From an optimization exercise on the open Yosys and OpenROAD flow, aimed at small area, a short achievable clock period and few clock cycles; shortcuts taken in it are not production practice. In this exercise RTL edits were held to simulation tests only and were not proved equivalent to the original.

==> inputs of lagoon <==
==> flow/design.v (excerpt) <==
module sha256_byte_stream_hasher (
	input  logic        clk,
	input  logic        arst_n,
	input  logic        in_valid,
	output logic        in_ready,
	input  logic [7:0]  in_message_byte,
	input  logic        in_has_byte,
	input  logic        in_end_of_message,
	output logic        out_valid,
	input  logic        out_ready,
	output logic [31:0] out_digest_word,
	output logic [2:0]  out_word_index,
	output logic        out_last_word
);
	logic        blk_ready, blk_first, blk_last, launch, rd_active;
	logic [31:0] rd_word;
	sha256_front u_front (
		.clk, .arst_n,
		.in_valid    (in_valid),
		.in_ready    (in_ready),
		.in_byte     (in_message_byte),
		.in_has_byte (in_has_byte),
		.in_eom      (in_end_of_message),
		.blk_ready, .blk_first, .blk_last, .launch, .rd_active, .rd_word
	);
	sha256_core u_core (
		.clk, .arst_n,
		.blk_ready, .blk_first, .blk_last, .launch, .rd_active, .rd_word,
		.out_valid (out_valid),
		.out_ready (out_ready),
		.out_word  (out_digest_word),
		.out_index (out_word_index),
		.out_last  (out_last_word)
	);
endmodule
clock: 10.5 ns
lec_check: 0
cap_margin: 20
core_margin: 2
core_utilization: 55
place_density: 0.68
setup_slack_margin: 5
slew_margin: 20
run.sh (not shown) runs the stock make flow with config.mk's settings and CLKGATE_MAP_FILE= SYNTH_SCRIPT=/design/flow/synth_recipe.tcl, a recipe that flattens the netlist after the stock synthesis.
==> willow (differences from lagoon) <==
==> flow/flow/run.sh (new file) <==
#!/bin/bash
set -euo pipefail
bash standard.sh SETUP_SLACK_MARGIN=5.8 finish > standard_flow.log 2>&1
==> flow/standard.sh (new file) <==
#!/bin/bash
# synth_recipe.tcl (not shown) runs the flow's synth.tcl, then flattens the netlist and writes it again
# the make line also repeats each setting of config.mk as NAME=value (left out here)
make -C /OpenROAD-flow-scripts/flow DESIGN_CONFIG=/design/flow/config.mk WORK_HOME=/design/flow/orfs CLKGATE_MAP_FILE= SYNTH_SCRIPT=/design/flow/synth_recipe.tcl "${@:-finish}"
- CORE_UTILIZATION: 55 -> 40
- CTS_BUF_LIST: unset -> sky130_fd_sc_hd__clkbuf_4 sky130_fd_sc_hd__clkbuf_8
- PLACE_DENSITY: 0.68 -> unset
- SETUP_SLACK_MARGIN: 5 -> unset
removed: flow/run.sh
==> fjord (differences from lagoon) <==
--- a/flow/design.v
+++ b/flow/design.v
@@ -105,32 +105,20 @@
 	assign p7        = {1'b0, wpos_q} + {6'd0, in_has_byte};
 	assign blk_ready = cl_valid_q;
 	assign blk_first = cl_first_q;
 	assign blk_last  = cl_last_q;
 	assign rd_active = rd_active_q;
-	logic [3:0] z_q, wr_at, rd_at;
-	assign wr_at = z_q + wpos_q[5:2] - 4'd1;    
-	assign rd_at = z_q + rd_t_q;
 	always_ff @(posedge clk) begin
-		for (int i = 0; i < 16; i++) begin
-			for (int j = 0; j < 4; j++) begin
-				if (byte_we && wr_at == 4'(i) && wpos_q[1:0] == 2'(j))
-					mem_q[i][31 - 8*j -: 8] <= in_byte;
-				else
-					mem_q[i][31 - 8*j -: 8] <= mem_q[(i + 1) % 16][31 - 8*j -: 8];
-			end
-		end
+		if (byte_we) mem_q[wpos_q[5:2]][{~wpos_q[1:0], 3'd0} +: 8] <= in_byte;
 	end
 	always_ff @(posedge clk or negedge arst_n) begin
 		if (!arst_n) begin
 			wpos_q      <= '0;
-			z_q         <= 4'd2;
 			cl_valid_q  <= 1'b0;
 			msg_first_q <= 1'b1;
 			rd_active_q <= 1'b0;
 		end else begin
-			z_q <= z_q - 1'b1;
 			if (rd_active_q && rd_t_q == 4'd15) rd_active_q <= 1'b0;
 			if (launch) begin
 				rd_active_q <= 1'b1;
 				if (!cl_follow_q) cl_valid_q <= 1'b0;
 			end else if (take) begin
@@ -206,11 +194,11 @@
 	end
 	logic [31:0] m;
 	logic [63:0] len_bits;
 	logic [5:0]  idx;
 	always_comb begin
-		m        = mem_q[{rd_at[3:2], 2'b00}];
+		m        = mem_q[rd_t_q];
 		len_bits = {rd_lenz_q ? 55'd0 : blk_cnt_q, rd_lenlo_q, 3'd0};
 		for (int j = 0; j < 4; j++) begin
 			idx = {rd_t_q, 2'(j)};
 			if ({1'b0, idx} < rd_pos_q)
 				rd_word[31 - 8*j -: 8] = m[31 - 8*j -: 8];
@@ -261,28 +249,10 @@
 		csa_s = x ^ y ^ z;
 	endfunction
 	function automatic word_t csa_c(input word_t x, input word_t y, input word_t z);
 		csa_c = ((x & y) | (x & z) | (y & z)) << 1;
 	endfunction
-	function automatic word_t add32(input word_t x, input word_t y);
-		logic [31:0] g, p, gn, pn;
-		g = x & y;
-		p = x ^ y;
-		for (int l = 0; l < 5; l++) begin
-			gn = g;
-			pn = p;
-			for (int i = 0; i < 32; i++) begin
-				if ((i & (1 << l)) != 0) begin
-					gn[i] = g[i] | (p[i] & g[((i >> l) << l) - 1]);
-					pn[i] = p[i] & p[((i >> l) << l) - 1];
-				end
-			end
-			g = gn;
-			p = pn;
-		end
-		add32 = (x ^ y) ^ {g[30:0], 1'b0};
-	endfunction
 	word_t s1, ch, s0, mj;
 	word_t p1s, p1c, p2s, p2c, p3s, p3c, e1s, e1c, e2s, e2c;
 	word_t a_new, e_new;
 	always_comb begin
 		s1  = sha256_pkg::big_sigma1(e_q);
@@ -293,40 +263,40 @@
 		p1c = csa_c(q_q, ch, mj);
 		p2s = csa_s(p1s, p1c, s1);
 		p2c = csa_c(p1s, p1c, s1);
 		p3s = csa_s(p2s, p2c, s0);
 		p3c = csa_c(p2s, p2c, s0);
-		a_new = add32(p3s, p3c);
+		a_new = p3s + p3c;
 		e1s = csa_s(q_q, ch, d_q);
 		e1c = csa_c(q_q, ch, d_q);
 		e2s = csa_s(e1s, e1c, s1);
 		e2c = csa_c(e1s, e1c, s1);
-		e_new = add32(e2s, e2c);
+		e_new = e2s + e2c;
 	end
 	logic  fin, iv_sel;
 	word_t xa, xe, iv_a, iv_e, sum_a, sum_e;
 	always_comb begin
 		fin    = !in_round_q && mode_fin_q;
 		iv_sel = mode_init_q || (mode_fin_q && cur_last_q);
 		iv_a   = sha256_pkg::init_hash({1'b0, ~ph_q});       
 		iv_e   = sha256_pkg::init_hash({1'b1, ~ph_q});       
 		xa     = !mode_fin_q ? '0 : (cur_first_q ? iv_a : ha_q[0]);
 		xe     = !mode_fin_q ? '0 : (cur_first_q ? iv_e : he_q[0]);
-		sum_a  = add32(xa, d_q);
-		sum_e  = add32(xe, h_q);
+		sum_a  = xa + d_q;
+		sum_e  = xe + h_q;
 	end
 	word_t sch1s, sch1c, sch2s, sch2c, qa_s, qa_c;
 	word_t w_in, q_new;
 	always_comb begin
 		sch1s = csa_s(sha256_pkg::small_sigma1(w_q[14]), w_q[9], sha256_pkg::small_sigma0(w_q[1]));
 		sch1c = csa_c(sha256_pkg::small_sigma1(w_q[14]), w_q[9], sha256_pkg::small_sigma0(w_q[1]));
 		sch2s = csa_s(sch1s, sch1c, w_q[0]);
 		sch2c = csa_c(sch1s, sch1c, w_q[0]);
-		w_in  = rd_active ? rd_word : add32(sch2s, sch2c);
+		w_in  = rd_active ? rd_word : (sch2s + sch2c);
 		qa_s  = csa_s(g_q, k_q, w_q[15]);
 		qa_c  = csa_c(g_q, k_q, w_q[15]);
-		q_new = add32(qa_s, qa_c);
+		q_new = qa_s + qa_c;
 	end
 	logic       hs;
 	logic [2:0] oidx_n;
 	logic [1:0] opos;
 	word_t      out_n;
- CORE_UTILIZATION: 55 -> 40
- PLACE_DENSITY: 0.68 -> unset
- SETUP_SLACK_MARGIN: 5 -> unset
==> comparison table <==
Slack of the worst reg-to-reg path: fjord 4.70 ns; willow 5.80 ns; lagoon 5.22 ns
Post-DP HPWL: fjord 148000 um; willow 136000 um; lagoon 137000 um
Sequential share of cell area: fjord 0.499; willow 0.459; lagoon 0.468
Clk buf depth: fjord 3; willow 4; lagoon 3
Clock network share of area: fjord 0.0727; willow 0.0794; lagoon 0.0809
Signal buffers share of area: fjord 0.00978; willow 0.0135; lagoon 0.00995
Result of the run: fjord timing/DRC/antenna clean; willow timing/DRC/antenna clean; lagoon timing/DRC/antenna clean
Root Buffer: fjord clkbuf_16; willow clkbuf_8; lagoon clkbuf_16
Later-pin clock latency in the skew report: fjord 0.84 ns; willow 1.05 ns; lagoon 0.83 ns
Growth of design area from synthesis to finish: fjord 12.4%; willow 14.6%; lagoon 11.9%
Initial cell density of the core: fjord 0.403; willow 0.402; lagoon 0.554
Routed Wire Length: fjord 202000 um; willow 189000 um; lagoon 186000 um
Number of warnings printed during yosys synthesis: fjord 5; willow 6; lagoon 6
Testbench counts of lagoon, summed over its fixed seeds: cycles 20,372.
Testbench counts of willow, summed over its fixed seeds: cycles 20,372.
Testbench counts of fjord, summed over its fixed seeds: cycles 20,372.

-- what the ideal ports hide --
The results above use ideal ports. As a check the final layouts listed here were re-extracted and re-timed, cells and wires unchanged.
Step 1: set_driving_cell puts a clkbuf_16 on clk and a buf_2 on each other input, an assumption about the parent block.
Step 2 adds t to the input delays and takes it off the output delays; t is the mean of the earliest and latest rising clock arrival at the registers after step 1. Input paths then give back, and output paths get back, about the clock's delay inside the block.
Slacks: no drivers / after step 1 / after step 2; pairs: no drivers / after step 1.
run | t (ns) | setup WS [ns] | latest minus earliest clock arrival (ns) | worst register clock-pin slew, ns
lagoon | 0.871 | 5.223 / 5.223 / 5.223 | 0.056 / 0.055 | 0.07 / 0.07
willow | 1.074 | 5.799 / 5.799 / 4.853 | 0.103 / 0.103 | 0.07 / 0.07
fjord | 0.887 | 4.705 / 4.705 / 4.705 | 0.077 / 0.077 | 0.08 / 0.08
After both steps setup and hold are still met in every run listed. The setup slack of willow, which loses most, moves by 0.000 ns with the drivers and by -0.946 ns with both steps.
